What follows belongs to an exercise in optimizing a design on an open flow for small area, a short achievable clock period and few clock cycles per item; a production flow would make more cautious choices. Only simulation tests tie the RTL to the original design; equivalence was not proved.

## muldiv_unit
module muldiv_unit (
    input  logic        clk,
    input  logic        rst,
    input  logic        start,
    input  logic [2:0]  op,
    input  logic [31:0] a,
    input  logic [31:0] b,
    output logic        busy,
    output logic [31:0] hi,
    output logic [31:0] lo
);
    function automatic logic [5:0] clz32(input logic [31:0] v);
        clz32 = 6'd32;
        for (int i = 0; i < 32; i++)
            if (v[i]) clz32 = 6'(31 - i);
    endfunction
    function automatic logic [31:0] cneg(input logic [31:0] x, input logic s);
        logic o;
        o = 1'b0;
        for (int i = 0; i < 32; i++) begin
            cneg[i] = x[i] ^ (s & o);
            o = o | x[i];
        end
    endfunction
    logic        busy_r, first;
    logic [3:0]  cnt;
    logic [1:0]  opr;
    logic        qneg_r, aneg_r, bneg_r;
    logic [31:0] X;
    logic [34:0] M;
    assign busy = busy_r;
    logic is_mul, sgn_mul, sgn_div, sgn;
    assign is_mul  = ~opr[1];
    assign sgn_mul = (opr == 2'd0);
    assign sgn_div = (opr == 2'd2);
    assign sgn     = sgn_mul | sgn_div;
    logic xneg, mneg;
    assign xneg = sgn_div & X[31];
  ...
Size in the first run: roughly 3500 cells after synthesis, ~140 I/O pins, roughly 0.024 mm2 of cells after synthesis.
clock: 150.0 ns
lec_check: 0
abc_area: 1
cap_margin: 60
core_margin: 2
core_utilization: 40
slew_margin: 60
run.sh (not shown) runs the stock make flow with config.mk's settings and CLKGATE_MAP_FILE= SYNTH_SCRIPT=/design/flow/synth_recipe.tcl, a recipe that flattens the netlist after the stock synthesis.
The first run went through all stages and came out clean.
Testbench counts at the start, summed over its fixed seeds: cycles 41,128, ops 12,000.
Edit:
==> flow/flow/run.sh (new file) <==
#!/bin/bash
# Layout flow: the standard ORFS flow (standard.sh) with two changes.
#  1. Synthesis maps the logic with flow/abc_area.script, an area-oriented
#     ABC script (map -a, then buffering and sizing). Registers are mapped
#     before ABC runs, so they are exactly the standard synthesis's.
#  2. Ports are buffered with sky130_fd_sc_hd__buf_2 cells.
# Each tool's log is under orfs/logs/; make's own output is in flow_make.log.
set -euo pipefail
W=$(pwd)
rm -rf "$W/scripts_mod"
cp -r "$FLOW_HOME/scripts" "$W/scripts_mod"
cp "$W/flow/abc_area.script" "$W/scripts_mod/abc_area.script"
export SCRIPTS_DIR="$W/scripts_mod"
export BUFFER_PORTS_ARGS="-buffer_cell sky130_fd_sc_hd__buf_2"
bash "$W/standard.sh" > "$W/flow_make.log" 2>&1
==> flow/flow/abc_area.script (new file) <==
strash
dch
map -a
topo
stime -c
buffer -c
upsize -c
dnsize -c
==> flow/standard.sh (new file) <==
#!/bin/bash
# synth_recipe.tcl (not shown) runs the flow's synth.tcl, then flattens the netlist and writes it again
# the make line also repeats each setting of config.mk as NAME=value (left out here)
make -C /OpenROAD-flow-scripts/flow DESIGN_CONFIG=/design/flow/config.mk WORK_HOME=/design/flow/orfs CLKGATE_MAP_FILE= SYNTH_SCRIPT=/design/flow/synth_recipe.tcl "${@:-finish}"
- CAP_MARGIN: 60 -> 20
- SLEW_MARGIN: 60 -> 20
removed: flow/run.sh
After rerunning: Final cell count drops by a few percent. Sequential cell count stays the same. Wire length shrinks by a few percent. Global-route usage drops by 0.95 points. Maximum frequency climbs by a few percent. First-iteration DRC count increases by roughly a tenth. Cell area drops by a few percent. Clock-buffer cell count came out lower by 1. Worst hold slack degrades by 0.0081 ns. Synthesized cell count goes down by a few percent.

========
muldiv_unit again, from the RTL that the note above started with.
Design muldiv_unit, start of the top module:
module muldiv_unit (
    input  logic        clk,
    input  logic        rst,
    input  logic        start,
    input  logic [2:0]  op,
    input  logic [31:0] a,
    input  logic [31:0] b,
    output logic        busy,
    output logic [31:0] hi,
    output logic [31:0] lo
);
==> flow/config.mk <==
export PLATFORM = sky130hd
export DESIGN_NAME = muldiv_unit
export DESIGN_NICKNAME = muldiv_unit
export VERILOG_FILES = /design/flow/design.v
export SDC_FILE = /design/flow/constraint.sdc
export NUM_CORES = 4
export LEC_CHECK = 0
export ABC_AREA = 1
export CAP_MARGIN = 20
export CORE_MARGIN = 2
export CORE_UTILIZATION = 65
export SLEW_MARGIN = 20
==> flow/constraint.sdc <==
create_clock -name core_clock -period 150.0 [get_ports {clk}]
set_input_delay 30.0000 -clock core_clock [delete_from_list [all_inputs] [get_ports {clk}]]
set_output_delay 30.0000 -clock core_clock [all_outputs]
set_load 0.01 [all_outputs]
standard.sh (not shown) runs the stock make flow with config.mk's settings and CLKGATE_MAP_FILE= SYNTH_SCRIPT=/design/flow/synth_recipe.tcl, a recipe that flattens the netlist after the stock synthesis.
==> flow/flow/run.sh <==
#!/bin/bash
# Layout flow: the standard ORFS flow (standard.sh) with two changes.
#  1. Synthesis maps the logic with flow/abc_area.script, an area-oriented
#     ABC script (map -a, then buffering and sizing). Registers are mapped
#     before ABC runs, so they are exactly the standard synthesis's.
#  2. Ports are buffered with sky130_fd_sc_hd__buf_2 cells.
# Each tool's log is under orfs/logs/; make's own output is in flow_make.log.
set -euo pipefail
W=$(pwd)
rm -rf "$W/scripts_mod"
cp -r "$FLOW_HOME/scripts" "$W/scripts_mod"
cp "$W/flow/abc_area.script" "$W/scripts_mod/abc_area.script"
export SCRIPTS_DIR="$W/scripts_mod"
export BUFFER_PORTS_ARGS="-buffer_cell sky130_fd_sc_hd__buf_2"
bash "$W/standard.sh" > "$W/flow_make.log" 2>&1
==> flow/flow/abc_area.script <==
strash
dch
map -a
topo
stime -c
buffer -c
upsize -c
dnsize -c
The first run finished with timing, DRC and antenna clean.
Testbench counts at the start, summed over its fixed seeds: cycles 41,128, ops 12,000.
==> next run, changes <==
==> flow/run.sh (new file) <==
#!/bin/bash
# synth_recipe.tcl (not shown) runs the flow's synth.tcl, then flattens the netlist and writes it again
# the make line also repeats each setting of config.mk as NAME=value (left out here)
make -C /OpenROAD-flow-scripts/flow DESIGN_CONFIG=/design/flow/config.mk WORK_HOME=/design/flow/orfs CLKGATE_MAP_FILE= SYNTH_SCRIPT=/design/flow/synth_recipe.tcl finish
Settings changed: CORE_UTILIZATION 65 to 40.
removed: flow/flow/run.sh
removed: flow/flow/abc_area.script
removed: flow/standard.sh
=>
- The new run finished with timing, DRC and antenna clean
- count of clock-buffer cells in the layout came out higher by 1
- die area came out higher by well over a third
- setup slack loses 1.1 ns
- clock skew falls by 0.0052 ns
- cell area goes up by a few percent
- utilization goes down by 25 points
- via count is lower slightly
- area after synthesis came out higher by a few percent

========
muldiv_unit, a different RTL version from the one above (not shown whole).
For scale: about 3,300 cells after synthesis, ~140 flip-flops, roughly 140 I/O pins, about 0.023 mm^2 of cells after synthesis.
export LEC_CHECK = 0
export ABC_AREA = 1
export CAP_MARGIN = 20
export CORE_MARGIN = 2
export CORE_UTILIZATION = 40
export CTS_CLUSTER_DIAMETER = 200
export CTS_CLUSTER_SIZE = 40
export SLEW_MARGIN = 20
export SYNTH_HIERARCHICAL = 1
create_clock -name core_clock -period 150.0 [get_ports {clk}]
==> flow/flow/run.sh <==
#!/bin/bash
# Layout flow: the standard ORFS flow (standard.sh) with two changes.
#  1. Synthesis maps the logic with flow/abc_area.script, an area-oriented
#     ABC script (map -a, then buffering and sizing). Registers are mapped
#     before ABC runs, so they are exactly the standard synthesis's.
#  2. Ports are buffered with sky130_fd_sc_hd__buf_2 cells.
# Each tool's log is under orfs/logs/; make's own output is in flow_make.log.
set -euo pipefail
W=$(pwd)
rm -rf "$W/scripts_mod"
cp -r "$FLOW_HOME/scripts" "$W/scripts_mod"
cp "$W/flow/abc_area.script" "$W/scripts_mod/abc_area.script"
export SCRIPTS_DIR="$W/scripts_mod"
export BUFFER_PORTS_ARGS="-buffer_cell sky130_fd_sc_hd__buf_2"
bash "$W/standard.sh" > "$W/flow_make.log" 2>&1
==> flow/flow/abc_area.script <==
strash
dch
map -a
topo
stime -c
buffer -c
upsize -c
dnsize -c
The first run finished clean.
Testbench counts at the start, summed over its fixed seeds: cycles 40,931, ops 12,000.
Then changed:
Settings changed: CTS_CLUSTER_DIAMETER 200 to default, CTS_CLUSTER_SIZE 40 to default.
=>
- wire length is unchanged
- design area does not change
- clock-buffer cell count is unchanged
- area after synthesis does not change
- setup slack stays the same
- synthesized cell count is unchanged
- die area does not change
- clock skew does not change
- register-to-register slack is about the same
- via count stays the same

========
JK:
Another version of the RTL of muldiv_unit (not shown whole).
For scale: about 140 flip-flops, roughly 23,000 µm² of cells after synthesis.
Design muldiv_unit, start of the top module:
module muldiv_unit (
    input  logic        clk,
    input  logic        rst,
    input  logic        start,
    input  logic [2:0]  op,
    input  logic [31:0] a,
    input  logic [31:0] b,
    output logic        busy,
    output logic [31:0] hi,
    output logic [31:0] lo
);
export LEC_CHECK = 0
export ABC_AREA = 1
export CAP_MARGIN = 0
export CORE_MARGIN = 2
export CORE_UTILIZATION = 40
export SLEW_MARGIN = 0
create_clock -name core_clock -period 150.0 [get_ports {clk}]
Scripts as last shown in full above: flow/flow/run.sh, flow/flow/abc_area.script
JK finished every step from synthesis to the final layout, and the layout passed the timing, design-rule and antenna checks.
Testbench counts of JK, summed over its fixed seeds: cycles 41,128, ops 12,000.
Input-level comparison between TR and JK:
# JK
export LEC_CHECK = 0
export ABC_AREA = 1
export CAP_MARGIN = 0
export CORE_MARGIN = 2
export CORE_UTILIZATION = 40
export SLEW_MARGIN = 0
create_clock -name core_clock -period 150.0 [get_ports {clk}]
# TR
export LEC_CHECK = 0
export ABC_AREA = 1
export CAP_MARGIN = 0
export CORE_MARGIN = 2
export CORE_UTILIZATION = 40
export CTS_BUF_LIST = sky130_fd_sc_hd__clkbuf_8
export CTS_CLUSTER_SIZE = 20
export SLEW_MARGIN = 0
create_clock -name core_clock -period 150.0 [get_ports {clk}]
[summary]
- Data required time at the worst endpoint sits lower in TR than in JK.
- The detailed route wirelength on metal3 of TR is higher than that of JK.
- Between JK and TR, the difference in final routed wirelength across all metal layers is negligible.
- Looking only at worst clock skew, and setting everything else aside, the lower value of JK and TR goes to JK.
- Logic depth of the worst path, buffers included in TR vs JK: down 6
- Compared with JK, in TR first-iteration DRC count went up, shortest period the worst path allows now sits higher.

==> what the ideal ports hide <==
The results above use ideal ports. As a check the final layouts listed here were re-extracted and re-timed, cells and wires unchanged. Step 1, drivers: a clkbuf_16 drives clk and a buf_2 each remaining input, both assumed. Step 2 also shifts input and output timing later by t, the mid clock arrival at the registers, as if the neighbouring blocks saw the same clock. Three values: ideal ports, drivers, drivers and shift; two values: the first two.
run | t (ns) | setup WS [ns] | worst hold slack (ns) | slew at the worst register clock pin (ns) | worst slew at a driven data input, ns
the first run of note 1 | 0.558 | 117.754 / 117.783 / 117.225 | 0.563 / 0.563 / 0.563 | 0.07 / 0.07 | 0.05
the second run of note 1 | 0.552 | 118.635 / 118.667 / 118.127 | 0.555 / 0.555 / 0.555 | 0.08 / 0.08 | 0.04
the first run of note 2 | 0.501 | 118.482 / 118.509 / 118.008 | 0.552 / 0.552 / 0.552 | 0.08 / 0.08 | 0.08
the second run of note 2 | 0.559 | 117.395 / 117.427 / 116.868 | 0.570 / 0.570 / 0.570 | 0.07 / 0.07 | 0.05
the first run of note 3 | 0.559 | 118.703 / 118.646 / 118.390 | 0.554 / 0.554 / 0.554 | 0.08 / 0.08 | 0.04
the second run of note 3 | 0.559 | 118.703 / 118.646 / 118.390 | 0.554 / 0.554 / 0.554 | 0.08 / 0.08 | 0.04
JK | 0.564 | 118.672 / 118.703 / 118.149 | 0.577 / 0.577 / 0.577 | 0.08 / 0.08 | 0.05
TR | 0.643 | 118.667 / 118.611 / 118.173 | 0.579 / 0.579 / 0.579 | 0.11 / 0.11 | 0.05
After both steps setup and hold are still met in every run listed. The setup slack of the first run of note 1, which loses most, moves by +0.029 ns with the drivers and by -0.529 ns with both steps.
